Context: an optimization exercise on an open-source flow, tuned for small area, a short achievable clock period and few clock cycles per item. The choices shown serve that exercise and are no tape-out recipe.
For this run, only the layout was checked, not whether the RTL still works.
Power and IR drop assume default switching activity.

## flow/run.sh

```bash
#!/bin/bash
# synth_recipe.tcl (not shown) runs the flow's synth.tcl, then flattens the netlist and writes it again
# the make line also repeats each setting of config.mk as NAME=value (left out here)
make -C /OpenROAD-flow-scripts/flow DESIGN_CONFIG=/design/flow/config.mk WORK_HOME=/design/flow/orfs CLKGATE_MAP_FILE= SYNTH_SCRIPT=/design/flow/synth_recipe.tcl finish
```

## flow/config.mk

```make
export PLATFORM = sky130hd
export DESIGN_NAME = alu_mc
export DESIGN_NICKNAME = alu_mc
export VERILOG_FILES = /design/flow/design.v
export SDC_FILE = /design/flow/constraint.sdc
export NUM_CORES = 4
export LEC_CHECK = 0
export CAP_MARGIN = 20
export CORE_MARGIN = 2
export CORE_UTILIZATION = 40
export SLEW_MARGIN = 20
```

## flow/constraint.sdc

```tcl
create_clock -name core_clock -period 7.5 [get_ports {clk}]
set_input_delay 1.5000 -clock core_clock [delete_from_list [all_inputs] [get_ports {clk}]]
set_output_delay 1.5000 -clock core_clock [all_outputs]
set_load 0.01 [all_outputs]
```

## flow/design.v

```verilog
module alu_mc (
    input  logic        clk,
    input  logic        reset,
    input  logic        start,
    input  logic        i,
    input  logic [31:0] SrcA,
    input  logic [31:0] SrcB,
    input  logic [3:0]  af,
    output logic        busy,
    output logic        done,
    output logic [31:0] Alures,
    output logic        Zero,
    output logic        Neg,
    output logic        ovfalu
);
    logic        busy_q, done_q, ovf_q;
    logic [31:0] res_q;
    logic        mul_q;       
    logic        fin_q;       
    logic        hiop_q;      
    logic        sgn_q;       
    logic        qneg_q, rneg_q, dovf_q, bneg_q;
    logic [3:0]  cnt_q;
    logic signed [34:0] m_q;    
    logic [33:0] hi_q;          
    logic [31:0] lo_q;          
    wire accept = start & ~busy_q;
    wire        is_sub = (af != 4'b0010);
    wire [32:0] addr   = {1'b0, SrcA} + {1'b0, SrcB ^ {32{is_sub}}} + {32'd0, is_sub};
    wire [31:0] sum    = addr[31:0];
    wire        add_ovf = (SrcA[31] == (SrcB[31] ^ is_sub)) && (sum[31] != SrcA[31]);
    wire        lt_s   = (SrcA[31] != SrcB[31]) ? SrcA[31] : sum[31];
    wire        lt_u   = ~addr[32];
    wire        sh_left = (af == 4'b1000);
    wire        sh_fill = (af == 4'b1110) & SrcA[31];
    logic [31:0] sh_in, sh_out, sh_res;
    always_comb begin
        for (int k = 0; k < 32; k++) sh_in[k] = sh_left ? SrcA[31-k] : SrcA[k];
        sh_out = 32'($signed({sh_fill, sh_in}) >>> SrcB[4:0]);
        for (int k = 0; k < 32; k++) sh_res[k] = sh_left ? sh_out[31-k] : sh_out[k];
    end
    wire a_neg = i & SrcA[31];
    wire b_neg = i & SrcB[31];
    function automatic logic [5:0] lead_cnt(input logic [31:0] x, input logic v);
        logic [31:0] y;
        logic [1:0]  c2 [16];
        logic [2:0]  c4 [8];
        logic [3:0]  c8 [4];
        logic [4:0]  c16 [2];
        y = x ^ {32{~v}};    
        for (int k = 0; k < 16; k++)
            c2[k] = y[2*k+1] ? (y[2*k] ? 2'd2 : 2'd1) : 2'd0;
        for (int k = 0; k < 8; k++)
            c4[k] = c2[2*k+1][1] ? {1'b0, 2'b10} + {1'b0, c2[2*k]} : {1'b0, c2[2*k+1]};
        for (int k = 0; k < 4; k++)
            c8[k] = c4[2*k+1][2] ? {1'b0, 3'b100} + {1'b0, c4[2*k]} : {1'b0, c4[2*k+1]};
        for (int k = 0; k < 2; k++)
            c16[k] = c8[2*k+1][3] ? {1'b0, 4'b1000} + {1'b0, c8[2*k]} : {1'b0, c8[2*k+1]};
        lead_cnt = c16[1][4] ? {1'b0, 5'b10000} + {1'b0, c16[0]} : {1'b0, c16[1]};
    endfunction
    wire [5:0]  ca = lead_cnt(SrcA, a_neg);
    wire [5:0]  cb = lead_cnt(SrcB, b_neg);
    wire signed [7:0] d = $signed({2'b0, cb}) - $signed({2'b0, ca}) + $signed({7'd0, a_neg});
    wire        b_zero   = (SrcB == 32'd0);
    wire        div_triv = b_zero | d[7];
    wire [3:0]  dm       = (d > 8'sd31) ? 4'd15 : d[4:1];       
    wire [34:0] b_sext   = {{3{b_neg}}, SrcB};
    wire [34:0] d_init   = (b_sext << 1) << {dm, 1'b0};
    wire [31:0] a_mag    = a_neg ? -SrcA : SrcA;
    wire        last   = (cnt_q == 4'd0);
    wire        negtop = sgn_q & last;
    logic [37:0] mx, pp0, pp1, pp2, pp3, hx, s1, c1, s2, c2, s3, c3, mstep;
    always_comb begin
        mx  = {{3{m_q[34]}}, m_q};
        hx  = {{4{hi_q[33]}}, hi_q};
        pp0 = lo_q[0] ? mx : 38'd0;
        pp1 = lo_q[1] ? {mx[36:0], 1'b0} : 38'd0;
        pp2 = lo_q[2] ? {mx[35:0], 2'b0} : 38'd0;
        pp3 = lo_q[3] ? {mx[34:0], 3'b0} : 38'd0;
        if (negtop) pp3 = ~pp3;
        s1 = hx ^ pp0 ^ pp1;
        c1 = {((hx & pp0) | (hx & pp1) | (pp0 & pp1)), 1'b0};
        s2 = s1 ^ c1 ^ pp2;
        c2 = {((s1 & c1) | (s1 & pp2) | (c1 & pp2)), 1'b0};
        s3 = s2 ^ c2 ^ pp3;
        c3 = {((s2 & c2) | (s2 & pp3) | (c2 & pp3)), 1'b0};
        mstep = s3 + c3 + {37'd0, negtop};
    end
    wire [33:0] mhi_d = mstep[37:4];
    wire [31:0] mlo_d = {mstep[3:0], lo_q[31:4]};
    wire        mul_ovf = sgn_q ? (mhi_d[31:0] != {32{mlo_d[31]}}) : (mhi_d[31:0] != 32'd0);
    logic signed [35:0] t1, t2;
    logic [33:0] r1, r2;
    logic        q1, q0;
    always_comb begin
        t1 = $signed({2'b0, hi_q}) + $signed({m_q[34], m_q} ^ {36{~bneg_q}}) + $signed({35'd0, ~bneg_q});
        q1 = ~t1[35];
        r1 = q1 ? t1[33:0] : hi_q;
        t2 = $signed({2'b0, r1}) + $signed({{2{m_q[34]}}, m_q[34:1]} ^ {36{~bneg_q}}) + $signed({35'd0, ~bneg_q});
        q0 = ~t2[35];
        r2 = q0 ? t2[33:0] : r1;
    end
    wire [31:0] fix_in  = hiop_q ? hi_q[31:0] : lo_q;
    wire        fix_neg = hiop_q ? rneg_q : qneg_q;
    wire [31:0] fix_res = fix_neg ? -fix_in : fix_in;
    always_ff @(posedge clk) begin
        if (reset) begin
            busy_q <= 1'b0;
            done_q <= 1'b0;
            ovf_q  <= 1'b0;
            res_q  <= 32'd0;
            fin_q  <= 1'b0;
        end else begin
            done_q <= 1'b0;
            if (accept) begin
                case (af)
                    4'b0000: begin res_q <= SrcA & SrcB;     ovf_q <= 1'b0; done_q <= 1'b1; end
                    4'b0001: begin res_q <= SrcA | SrcB;     ovf_q <= 1'b0; done_q <= 1'b1; end
                    4'b0010,
                    4'b0011: begin res_q <= sum;             ovf_q <= add_ovf; done_q <= 1'b1; end
                    4'b0100: begin res_q <= SrcA ^ SrcB;     ovf_q <= 1'b0; done_q <= 1'b1; end
                    4'b0101: begin res_q <= ~(SrcA | SrcB);  ovf_q <= 1'b0; done_q <= 1'b1; end
                    4'b0110: begin res_q <= {31'd0, lt_s};   ovf_q <= 1'b0; done_q <= 1'b1; end
                    4'b0111: begin res_q <= {31'd0, lt_u};   ovf_q <= 1'b0; done_q <= 1'b1; end
                    4'b1000,
                    4'b1001,
                    4'b1110: begin res_q <= sh_res;          ovf_q <= 1'b0; done_q <= 1'b1; end
                    4'b1010,
                    4'b1011: begin
                        busy_q <= 1'b1;
                        mul_q  <= 1'b1;
                    end
                    4'b1100,
                    4'b1101: begin
                        if (div_triv) begin
                            res_q  <= (af[0] | ~b_zero) ? (af[0] ? SrcA : 32'd0) : 32'hFFFFFFFF;
                            ovf_q  <= b_zero;
                            done_q <= 1'b1;
                        end else begin
                            busy_q <= 1'b1;
                            mul_q  <= 1'b0;
                        end
                    end
                    default: begin res_q <= 32'd0; ovf_q <= 1'b0; done_q <= 1'b1; end
                endcase
            end else if (busy_q) begin
                if (mul_q) begin
                    if (last) begin
                        res_q  <= hiop_q ? mhi_d[31:0] : mlo_d;
                        ovf_q  <= hiop_q ? 1'b0 : mul_ovf;
                        done_q <= 1'b1;
                        busy_q <= 1'b0;
                    end
                end else if (fin_q) begin
                    res_q  <= fix_res;
                    ovf_q  <= dovf_q;
                    done_q <= 1'b1;
                    busy_q <= 1'b0;
                    fin_q  <= 1'b0;
                end else if (last) begin
                    fin_q  <= 1'b1;
                end
            end
        end
    end
    always_ff @(posedge clk) begin
        if (accept) begin
            hiop_q <= af[0];
            sgn_q  <= i;
            qneg_q <= a_neg ^ b_neg;
            rneg_q <= a_neg;
            bneg_q <= b_neg;
            dovf_q <= i & (SrcA == 32'h80000000) & (SrcB == 32'hFFFFFFFF);
            if (af[2]) begin
                m_q   <= $signed(d_init);
                hi_q  <= {2'b0, a_mag};
                lo_q  <= 32'd0;
                cnt_q <= dm;
            end else begin
                m_q   <= $signed({{3{a_neg}}, SrcA});
                hi_q  <= 34'd0;
                lo_q  <= SrcB;
                cnt_q <= 4'd7;
            end
        end else if (busy_q) begin
            if (mul_q) begin
                hi_q  <= mhi_d;
                lo_q  <= mlo_d;
                cnt_q <= cnt_q - 4'd1;
            end else if (!fin_q) begin
                hi_q  <= r2;
                lo_q  <= {lo_q[29:0], q1, q0};
                m_q   <= m_q >>> 2;
                cnt_q <= cnt_q - 4'd1;
            end
        end
    end
    assign busy   = busy_q;
    assign done   = done_q;
    assign Alures = res_q;
    assign Zero   = (res_q == 32'd0);
    assign Neg    = res_q[31];
    assign ovfalu = ovf_q;
endmodule
```

==> run notes <==
fin crit share: 94.3%
#FFs+latches synth: 148
internal power: 7960 uW
Final nets: 4394
clk sinks: 148
IO Port Bufs: 108
post-CTS setup buffers: 0
total grt overflow: 0
largest cells by area after synthesis: edfxtp_1, ha_1, fa_1
post-CTS resize count: 0
clock skew: 0.0143 ns
Max FO, Critical Path: 27
routed len/inst: 30.2 um
footprint of the multi-input gates: 23700 um^2
Sw Share: 58.2%
mapped cell area: 29800 um^2
hold_sp: res_q[7]
min-delay worst type: reg2reg
Register Area: 4080 um^2
vias: 33100
Worst Tran Pin Value: 1.09 ns
Post-synth EDFFs: 112
gpl congestion: 1.08
ys flop type: edfxtp_1
Routed Antenna Nets: 0
sequential share of the synthesized area: 13.7%
Post-route DRC: 0
clock root buffer: clkbuf_16
CTS tree: built
Pleak: 0.0138 uW
Final Max Slew Viols: 0
Ports: 109
FF-to-FF End: hi_q[31]
hold-fix buffers at CTS: 0
Req. time, crit path: 7.69 ns
RR Startpoint: bneg_q
share of cells above drive strength 1: 9.87%
fin crit period: 7.07 ns
Layout area overhead: 13.0%
P_sw: 11100 uW
Worst-Skew Late Latency: 0.47 ns
Gate Count Post-Synth: 3894
reg2reg path depth: 20
largest net degree at the start of global routing: 58
Die Span Y: 277 um
Initial Util: 40.2%
top cells by count, synth: nand2_1, a21oi_1, o21ai_0
# Max-Cap Violations: 0
outcome: no timing/DRC/antenna violations
Worst setup EP type: register
first-pass iteration count of the detailed router: 7
most common cell in the synthesized netlist: nand2_1
R2R setup slack: 0.43 ns
final wirelength: 150 mm
RSZ-0062 raised after global routing: no
chip width: 277 um
Fillers: 7545
count of antenna diodes in the layout: 0
crit path DAT: 7.26 ns
Ys Warns: 9
# H-tree levels: 4
Fin Setup TNS: 0 ns
area leader, netlist: edfxtp_1
hpwl dp: 121 mm
Iteration-0 DRC Markers: 4717
total track usage: 38.1%
global-route wire length before repair: 216 mm
placed instance area: 33100 um^2
hold depth: 2
Power Density: 566 nW/um^2
startpoint types: register
Syn Area/Cell: 7.65 um^2
initial antenna violation count: 10
Reg power frac: 8.5%
Slew HR: 27.1%
Peak VDD IR: 0.507 mV
hold path endpoint: res_q[7]
Clock transition at path regs: 0.07 ns
via/cell ratio: 6.64
Synth Net Count: 4289
Distinct cells, synth: 105
final instance area: 33700 um^2
ys async rst share: 0%
Final Setup Violations: 0
Fmax: 0.141 GHz
final hold vios: 0
Setup Crit Path Kind: reg2reg
Die Footprint: 76700 um^2
vias in the first global route: 30800
Max clock buf depth: 2
Clock power frac: 5.1%
core area: 74100 um^2
Logic pwr share: 86.4%
total CTS buffers: 17
# rows: 100
top-area cell type share of the netlist area: 11.3%
==> metrics by stage <==
| step | std cells | util (%) | total power, uW | setup WS [ns] | hold WS, ns |
|---|---|---|---|---|---|
| floorplan | 3894 | - | 12500 | 0.282 | 0.470 |
| global placement | 4948 | 44.6 | 17600 | 0.291 | 0.479 |
| detailed placement | 4948 | 44.6 | 17600 | 0.126 | 0.494 |
| CTS | 4980 | 45.5 | 18700 | 0.550 | 0.507 |
| global route | 4981 | 45.5 | 20300 | 0.0455 | 0.528 |
| finish | 4981 | 45.5 | 19100 | 0.429 | 0.508 |
==> kinds of logic after synthesis <==
group | Yosys count | synth area share [%]
muxes | 201 | 8.56
buffers and inverters | 536 | 7.06
DFF | 148 | 13.7
xor gates and xnor gates | 288 | 8.49
and+or+nand+nor | 1163 | 18.9
adders and majority gates | 323 | 16.3
AOI/OAI and AO/OA | 1235 | 26.9
==> how the worst max path moves through the flow <==
stage	startpoint	endpoint	slack (ns)	cells after the start
2_1_floorplan	SrcB[0]	m_q[31]	0.28	29
3_5_place_dp	i	m_q[25]	0.13	25
4_1_cts	bneg_q	hi_q[30]	0.55	24
5_1_grt	bneg_q	hi_q[30]	0.05	24
6_report	bneg_q	hi_q[31]	0.43	20
3_3_place_gp	SrcA[31]	m_q[9]	0.29	22
==> state kept, by name, summed over array words and instances, names as in the netlist <==
register  count
bneg_q        1
busy_q        1
cnt_q         4
done_q        1
dovf_q        1
fin_q         1
hi_q         34
hiop_q        1
lo_q         32
m_q          35
mul_q         1
ovf_q         1
qneg_q        1
res_q        32
rneg_q        1
sgn_q         1
==> layout make-up <==
cell class,instances,share of cell area (%)
clock buffers,19,1.29
multi-input cells,3210,70.4
clock inverters,13,0.539
well taps,969,3.60
inverters,261,2.92
flip-flops and latches,148,12.1
repair buffers,361,9.15
==> worst max-delay path, stage by stage, from the launching register on <==
cell and delay, ns:
edfxtp_1 0.41, buf_12 0.20, xnor2_1 0.33, ha_1 0.38
a21oi_1 0.23, o21ai_0 0.11, o22ai_1 0.37, o221ai_1 0.48
a21oi_4 0.36, buf_4 0.39, o21ai_0 0.23, ha_1 0.40
nand2_1 0.13, a211o_1 0.32, nor2_1 0.29, o21ai_0 0.25
o311ai_0 0.78, nand2_1 0.26, o21ai_0 0.43, a311o_1 0.27
o211ai_1 0.12
==> power by group through the flow <==
stage | Clock (uW) | Sequential, uW | Combinational, uW
finish | 969 | 1620 | 16500
detailed placement | 0 | 1620 | 16000
CTS | 968 | 1610 | 16100
global placement | 0 | 1630 | 16000
floorplan | 0 | 1440 | 11000
global route | 989 | 1630 | 17700
==> layer usage <==
layer  global-route usage (%)  share of wire, %
met2                     57.6                42
met3                     7.46                11
met5                        0             0.043
met4                     21.7               7.1
met1                     50.6                40
==> cell usage in the layout, fill, tap and decap left out, types with 56 or more instances in the layout <==
cell,netlist,final
xor2_1,68,68
xnor2_1,219,219
a221oi_1,56,56
nand2_1,363,363
and2_1,83,83
buf_4,3,244
clkdlybuf4s50_1,0,107
a21o_1,77,77
a21oi_1,323,322
edfxtp_1,112,112
o21ai_0,281,279
nor2_1,251,248
fa_1,109,109
mux2i_1,148,148
nand3_1,107,107
nor3_1,95,92
inv_1,251,250
ha_1,214,214

## static timing again, ports no longer ideal
The results above use ideal ports. As a check the final layout listed here was re-extracted and re-timed, cells and wires unchanged.
Step 1 assumes that a clkbuf_16 drives the clock port and a buf_2 every other input.
Step 2 adds t to the input delays and takes it off the output delays; t is the mean of the earliest and latest rising clock arrival at the registers after step 1. Input paths then give back, and output paths get back, about the clock's delay inside the block.
Slacks: ideal / step 1 / step 2; pairs: ideal / step 1.
t, ns: 0.522
slack for setup (ns): 0.429 / 0.429 / 0.030
hold slack, ns: 0.508 / 0.508 / 0.508
After both steps setup and hold are still met in this run. The setup slack of this run moves by 0.000 ns with the drivers and by -0.399 ns with both steps.
